From an optimization exercise on the open Yosys and OpenROAD flow, aimed at small area and few clock cycles per item; shortcuts taken in it are not production practice.
Only simulation tests tie the RTL to the original design; equivalence was not proved.
Power figures rest on the tool's default switching activity, not on a simulated workload. The flow treats the clock pin as an ideal source, which a real chip does not have.

==> module pbte_palette, before the edit <==
module pbte_palette #(
    parameter int PALETTE_DEPTH = 16
) (
    input  logic                         aclk,
    input  logic                         aresetn,
    input  logic                         step,
    input  logic                         learn,
    input  logic [pbte_pkg::COLOR_W-1:0] color,
    input  logic                         clear,
    output logic                         busy,
    output logic [pbte_pkg::STORED_W-1:0] colors_stored,
    output logic                         palette_overflow,
    output logic                         low_bit,
    output logic                         high_bit
);
    localparam int SLOTS = PALETTE_DEPTH - 3;
    localparam int HALF  = (SLOTS + 1) / 2;   
    localparam int CNT_W = $clog2(PALETTE_DEPTH + 1);
    logic [pbte_pkg::COLOR_W-1:0] bank_reg [1:3];
    logic [pbte_pkg::COLOR_W-1:0] slot_reg [SLOTS];
    logic [SLOTS-1:0]             slot_vld;
    logic [pbte_pkg::COLOR_W-1:0] spare_reg;
    logic                         spare_vld;
    logic [CNT_W-1:0]             count_reg;
    logic                         overflow_reg;
    logic [CNT_W-1:0] count_eff;
    logic [3:1]       bank_hit;
    logic             other_hit;
    logic             hit;
    logic             full;
    logic             store;
    logic             to_bank;
    logic             new_ring;   
    logic             gap_a;      
    logic             gap_b;      
    logic             drain;      
    logic             clr;
    assign clr = step && clear;
    always_comb begin
        count_eff = clear ? '0 : count_reg;
        for (int i = 1; i <= 3; i++) begin
            bank_hit[i] = (CNT_W'(i) < count_eff) && (bank_reg[i] == color);
        end
        other_hit = !clear && spare_vld && (spare_reg == color);
        for (int i = 0; i < SLOTS; i++) begin
            if (!clear && slot_vld[i] && (slot_reg[i] == color)) other_hit = 1'b1;
        end
        hit = (|bank_hit) || other_hit;
        full     = (count_eff >= CNT_W'(PALETTE_DEPTH));
        store    = !hit && learn && !full;
        to_bank  = store && (count_eff >= CNT_W'(1)) && (count_eff <= CNT_W'(3));
        new_ring = step && store && !to_bank;
        low_bit  = bank_hit[1] || bank_hit[3]
                   || (to_bank && ((count_eff == CNT_W'(1)) || (count_eff == CNT_W'(3))));
        high_bit = bank_hit[2] || bank_hit[3]
                   || (to_bank && ((count_eff == CNT_W'(2)) || (count_eff == CNT_W'(3))));
    end
    assign gap_a   = !slot_vld[HALF-1];
    assign gap_b   = !slot_vld[SLOTS-1];
    assign drain   = gap_a || gap_b;
    assign busy    = spare_vld && !drain && learn
                     && (count_reg < CNT_W'(PALETTE_DEPTH));
    assign colors_stored    = pbte_pkg::STORED_W'(count_reg);
    assign palette_overflow = overflow_reg;
    always_ff @(posedge aclk) begin
        if (!aresetn) begin
            count_reg    <= '0;
            overflow_reg <= 1'b0;
        end else if (step) begin
            count_reg    <= store ? count_eff + CNT_W'(1) : count_eff;
            overflow_reg <= (!clear && overflow_reg) || (!hit && learn && full);
        end
    end
    always_ff @(posedge aclk) begin
        for (int i = 1; i <= 3; i++) begin
            if (count_reg == CNT_W'(i)) bank_reg[i] <= color;
        end
    end
    always_ff @(posedge aclk) begin
        for (int i = 1; i < SLOTS; i++) begin
            if (i != HALF) slot_reg[i] <= slot_reg[i-1];
        end
        slot_reg[0]    <= gap_a ? spare_reg : slot_reg[HALF-1];
        slot_reg[HALF] <= gap_b ? spare_reg : slot_reg[SLOTS-1];
    end
    always_ff @(posedge aclk) begin
        if (!aresetn) begin
            slot_vld <= '0;
        end else begin
            for (int i = 1; i < SLOTS; i++) begin
                if (i != HALF) slot_vld[i] <= slot_vld[i-1] && !clr;
            end
            slot_vld[0]    <= gap_a ? (spare_vld && !clr) : (slot_vld[HALF-1] && !clr);
            slot_vld[HALF] <= gap_b ? (spare_vld && !clr && !gap_a)
                                    : (slot_vld[SLOTS-1] && !clr);
        end
    end
    always_ff @(posedge aclk) begin
        if (!aresetn) begin
            spare_vld <= 1'b0;
        end else if (!spare_vld || drain || clr) begin
            spare_vld <= new_ring;
        end
    end
    always_ff @(posedge aclk) begin
        if (!spare_vld || drain || clr) spare_reg <= color;
    end
endmodule
==> module palette_bitplane_tile_encoder, before the edit <==
module palette_bitplane_tile_encoder #(
    parameter int PALETTE_DEPTH = 16
) (
    input  logic                            aclk,
    input  logic                            aresetn,
    input  logic                            s_tvalid,
    output logic                            s_tready,
    input  logic [pbte_pkg::COLOR_W-1:0]    s_tdata,   
    input  logic                            s_tuser,   
    output logic                            m_tvalid,
    input  logic                            m_tready,
    output logic [pbte_pkg::TDATA_W-1:0]    m_tdata,
    input  logic                            psel,
    input  logic                            penable,
    input  logic                            pwrite,
    input  logic [pbte_pkg::APB_ADDR_W-1:0] paddr,
    input  logic [pbte_pkg::APB_DATA_W-1:0] pwdata,
    output logic [pbte_pkg::APB_DATA_W-1:0] prdata,
    output logic                            pready
);
    logic                          learn_reg;
    logic                          m_valid_reg;
    logic                          busy;
    logic                          step;
    logic                          emit;
    logic                          low_bit;
    logic                          high_bit;
    logic [pbte_pkg::TILE_W-1:0]   plane_low;
    logic [pbte_pkg::TILE_W-1:0]   plane_high;
    logic [pbte_pkg::STORED_W-1:0] colors_stored;
    logic                          palette_overflow;
    assign pready = 1'b1;
    always_comb begin
        prdata = '0;
        if (paddr[2] == pbte_pkg::REG_LEARN_COLORS) begin
            prdata[0] = learn_reg;
        end
    end
    always_ff @(posedge aclk) begin
        if (!aresetn) begin
            learn_reg <= 1'b1;
        end else if (psel && penable && pwrite
                     && (paddr[2] == pbte_pkg::REG_LEARN_COLORS)) begin
            learn_reg <= pwdata[0];
        end
    end
    assign s_tready = !busy && (!m_valid_reg || m_tready);
    assign step     = s_tvalid && s_tready;
    always_ff @(posedge aclk) begin
        if (!aresetn) begin
            m_valid_reg <= 1'b0;
        end else if (step && emit) begin
            m_valid_reg <= 1'b1;
        end else if (m_tready) begin
            m_valid_reg <= 1'b0;
        end
    end
    pbte_palette #(
        .PALETTE_DEPTH (PALETTE_DEPTH)
    ) u_palette (
        .aclk             (aclk),
        .aresetn          (aresetn),
        .step             (step),
        .learn            (learn_reg),
        .color            (s_tdata),
        .clear            (s_tuser),
        .busy             (busy),
        .colors_stored    (colors_stored),
        .palette_overflow (palette_overflow),
        .low_bit          (low_bit),
        .high_bit         (high_bit)
    );
    pbte_planes u_planes (
        .aclk       (aclk),
        .aresetn    (aresetn),
        .step       (step),
        .clear      (s_tuser),
        .low_bit    (low_bit),
        .high_bit   (high_bit),
        .emit       (emit),
        .plane_low  (plane_low),
        .plane_high (plane_high)
    );
    assign m_tvalid = m_valid_reg;
    assign m_tdata  = {{(pbte_pkg::TDATA_W - pbte_pkg::TILE_BITS){1'b0}},
                       palette_overflow, colors_stored, plane_high, plane_low};
endmodule
export LEC_CHECK = 0
export CAP_MARGIN = 20
export CORE_MARGIN = 2
export CORE_UTILIZATION = 40
export CTS_CLUSTER_DIAMETER = 100
export CTS_CLUSTER_SIZE = 30
export PLACE_DENSITY = 0.8
export SLEW_MARGIN = 20
create_clock -name core_clock -period 5.0 [get_ports {aclk}]
standard.sh (not shown) runs the stock make flow with config.mk's settings and CLKGATE_MAP_FILE= SYNTH_SCRIPT=/design/flow/synth_recipe.tcl, a recipe that flattens the netlist after the stock synthesis.
==> flow/flow/run.sh <==
#!/bin/bash
# The standard layout with three changes: the ports are buffered with
# sky130_fd_sc_hd__buf_1 cells, the clock tree is built without dummy loads,
# and the constant outputs share synthesis's single tie cell.
# make's output goes to orfs_make.log; each tool's own log is under orfs/logs/.
set -euo pipefail
export BUFFER_PORTS_ARGS="-buffer_cell sky130_fd_sc_hd__buf_1"
export CTS_ARGS="-sink_clustering_enable -repair_clock_nets -dont_use_dummy_load -sink_clustering_size 30 -sink_clustering_max_diameter 100"
export SKIP_REPAIR_TIE_FANOUT=1
bash standard.sh finish > orfs_make.log 2>&1
Testbench counts at the start, summed over its fixed seeds: cycles 33,319, pixels 32,768.
Then changed:
--- a/flow/design.v
+++ b/flow/design.v
@@ -29,4 +29,5 @@
     input  logic                         aresetn,
     input  logic                         step,
+    input  logic                         offer,   
     input  logic                         learn,
     input  logic [pbte_pkg::COLOR_W-1:0] color,
@@ -44,21 +45,19 @@
     logic [pbte_pkg::COLOR_W-1:0] slot_reg [SLOTS];
     logic [SLOTS-1:0]             slot_vld;
-    logic [pbte_pkg::COLOR_W-1:0] spare_reg;
-    logic                         spare_vld;
     logic [CNT_W-1:0]             count_reg;
     logic                         overflow_reg;
     logic [CNT_W-1:0] count_eff;
     logic [3:1]       bank_hit;
-    logic             other_hit;
+    logic             ring_hit;
     logic             hit;
     logic             full;
     logic             store;
     logic             to_bank;
+    logic             to_ring;
     logic             new_ring;   
     logic             gap_a;      
     logic             gap_b;      
-    logic             drain;      
     logic             clr;
-    assign clr = step && clear;
+    assign clr = offer && clear;   
     always_comb begin
         count_eff = clear ? '0 : count_reg;
@@ -66,13 +65,14 @@
             bank_hit[i] = (CNT_W'(i) < count_eff) && (bank_reg[i] == color);
         end
-        other_hit = !clear && spare_vld && (spare_reg == color);
+        ring_hit = 1'b0;
         for (int i = 0; i < SLOTS; i++) begin
-            if (!clear && slot_vld[i] && (slot_reg[i] == color)) other_hit = 1'b1;
-        end
-        hit = (|bank_hit) || other_hit;
+            if (!clear && slot_vld[i] && (slot_reg[i] == color)) ring_hit = 1'b1;
+        end
+        hit = (|bank_hit) || ring_hit;
         full     = (count_eff >= CNT_W'(PALETTE_DEPTH));
         store    = !hit && learn && !full;
         to_bank  = store && (count_eff >= CNT_W'(1)) && (count_eff <= CNT_W'(3));
-        new_ring = step && store && !to_bank;
+        to_ring  = store && !to_bank;
+        new_ring = step && to_ring;
         low_bit  = bank_hit[1] || bank_hit[3]
                    || (to_bank && ((count_eff == CNT_W'(1)) || (count_eff == CNT_W'(3))));
@@ -80,9 +80,7 @@
                    || (to_bank && ((count_eff == CNT_W'(2)) || (count_eff == CNT_W'(3))));
     end
-    assign gap_a   = !slot_vld[HALF-1];
-    assign gap_b   = !slot_vld[SLOTS-1];
-    assign drain   = gap_a || gap_b;
-    assign busy    = spare_vld && !drain && learn
-                     && (count_reg < CNT_W'(PALETTE_DEPTH));
+    assign gap_a = !slot_vld[HALF-1];
+    assign gap_b = !slot_vld[SLOTS-1];
+    assign busy  = !gap_a && !gap_b && to_ring && !clear;
     assign colors_stored    = pbte_pkg::STORED_W'(count_reg);
     assign palette_overflow = overflow_reg;
@@ -105,6 +103,6 @@
             if (i != HALF) slot_reg[i] <= slot_reg[i-1];
         end
-        slot_reg[0]    <= gap_a ? spare_reg : slot_reg[HALF-1];
-        slot_reg[HALF] <= gap_b ? spare_reg : slot_reg[SLOTS-1];
+        slot_reg[0]    <= (gap_a || clr) ? color : slot_reg[HALF-1];
+        slot_reg[HALF] <= gap_b ? color : slot_reg[SLOTS-1];
     end
     always_ff @(posedge aclk) begin
@@ -115,18 +113,8 @@
                 if (i != HALF) slot_vld[i] <= slot_vld[i-1] && !clr;
             end
-            slot_vld[0]    <= gap_a ? (spare_vld && !clr) : (slot_vld[HALF-1] && !clr);
-            slot_vld[HALF] <= gap_b ? (spare_vld && !clr && !gap_a)
+            slot_vld[0]    <= (gap_a || clr) ? new_ring : slot_vld[HALF-1];
+            slot_vld[HALF] <= gap_b ? (new_ring && !gap_a && !clr)
                                     : (slot_vld[SLOTS-1] && !clr);
         end
-    end
-    always_ff @(posedge aclk) begin
-        if (!aresetn) begin
-            spare_vld <= 1'b0;
-        end else if (!spare_vld || drain || clr) begin
-            spare_vld <= new_ring;
-        end
-    end
-    always_ff @(posedge aclk) begin
-        if (!spare_vld || drain || clr) spare_reg <= color;
     end
 endmodule
@@ -223,4 +211,5 @@
         .aresetn          (aresetn),
         .step             (step),
+        .offer            (s_tvalid && (!m_valid_reg || m_tready)),
         .learn            (learn_reg),
         .color            (s_tdata),
Effect: Global-route usage is lower by 1.4 points; design area is lower by a few percent; synthesized cell count is lower by a few percent; wire length is lower by roughly a tenth; total power is lower by a few percent; first-iteration DRC count is lower by well over a third; setup slack is worse by 1200 ps; maximum frequency is lower by a quarter to a third; via count is lower by roughly a tenth; synthesized area is lower by a few percent.
Testbench counts after the change, summed over its fixed seeds: cycles 33,665, pixels 32,768.

-- separate check: timing with driven ports --
The flow's constraints put no driver on any port. The routed layouts listed below were extracted and timed again, unchanged, in two steps.
Step 1 assumes that a clkbuf_16 drives the clock port and a buf_2 every other input.
Step 2 also shifts input and output timing later by t, the mid clock arrival at the registers, as if the neighbouring blocks saw the same clock.
Slacks: ideal ports / drivers / drivers and shift; pairs: ideal ports / drivers.
| run | shift t [ns] | setup WS [ns] | hold WS [ns] | latest minus earliest clock arrival (ns) | worst slew at a driven data input, ns |
|---|---|---|---|---|---|
| the first run | 0.607 | 1.552 / 1.581 / 0.975 | 0.323 / 0.323 / 0.323 | 0.042 / 0.041 | 0.06 |
| the second run | 0.598 | 0.343 / 0.317 / 0.317 | 0.313 / 0.313 / 0.313 | 0.048 / 0.048 | 0.04 |
After both steps setup and hold are still met in every run listed. The setup slack of the first run, which loses most, moves by +0.029 ns with the drivers and by -0.577 ns with both steps.
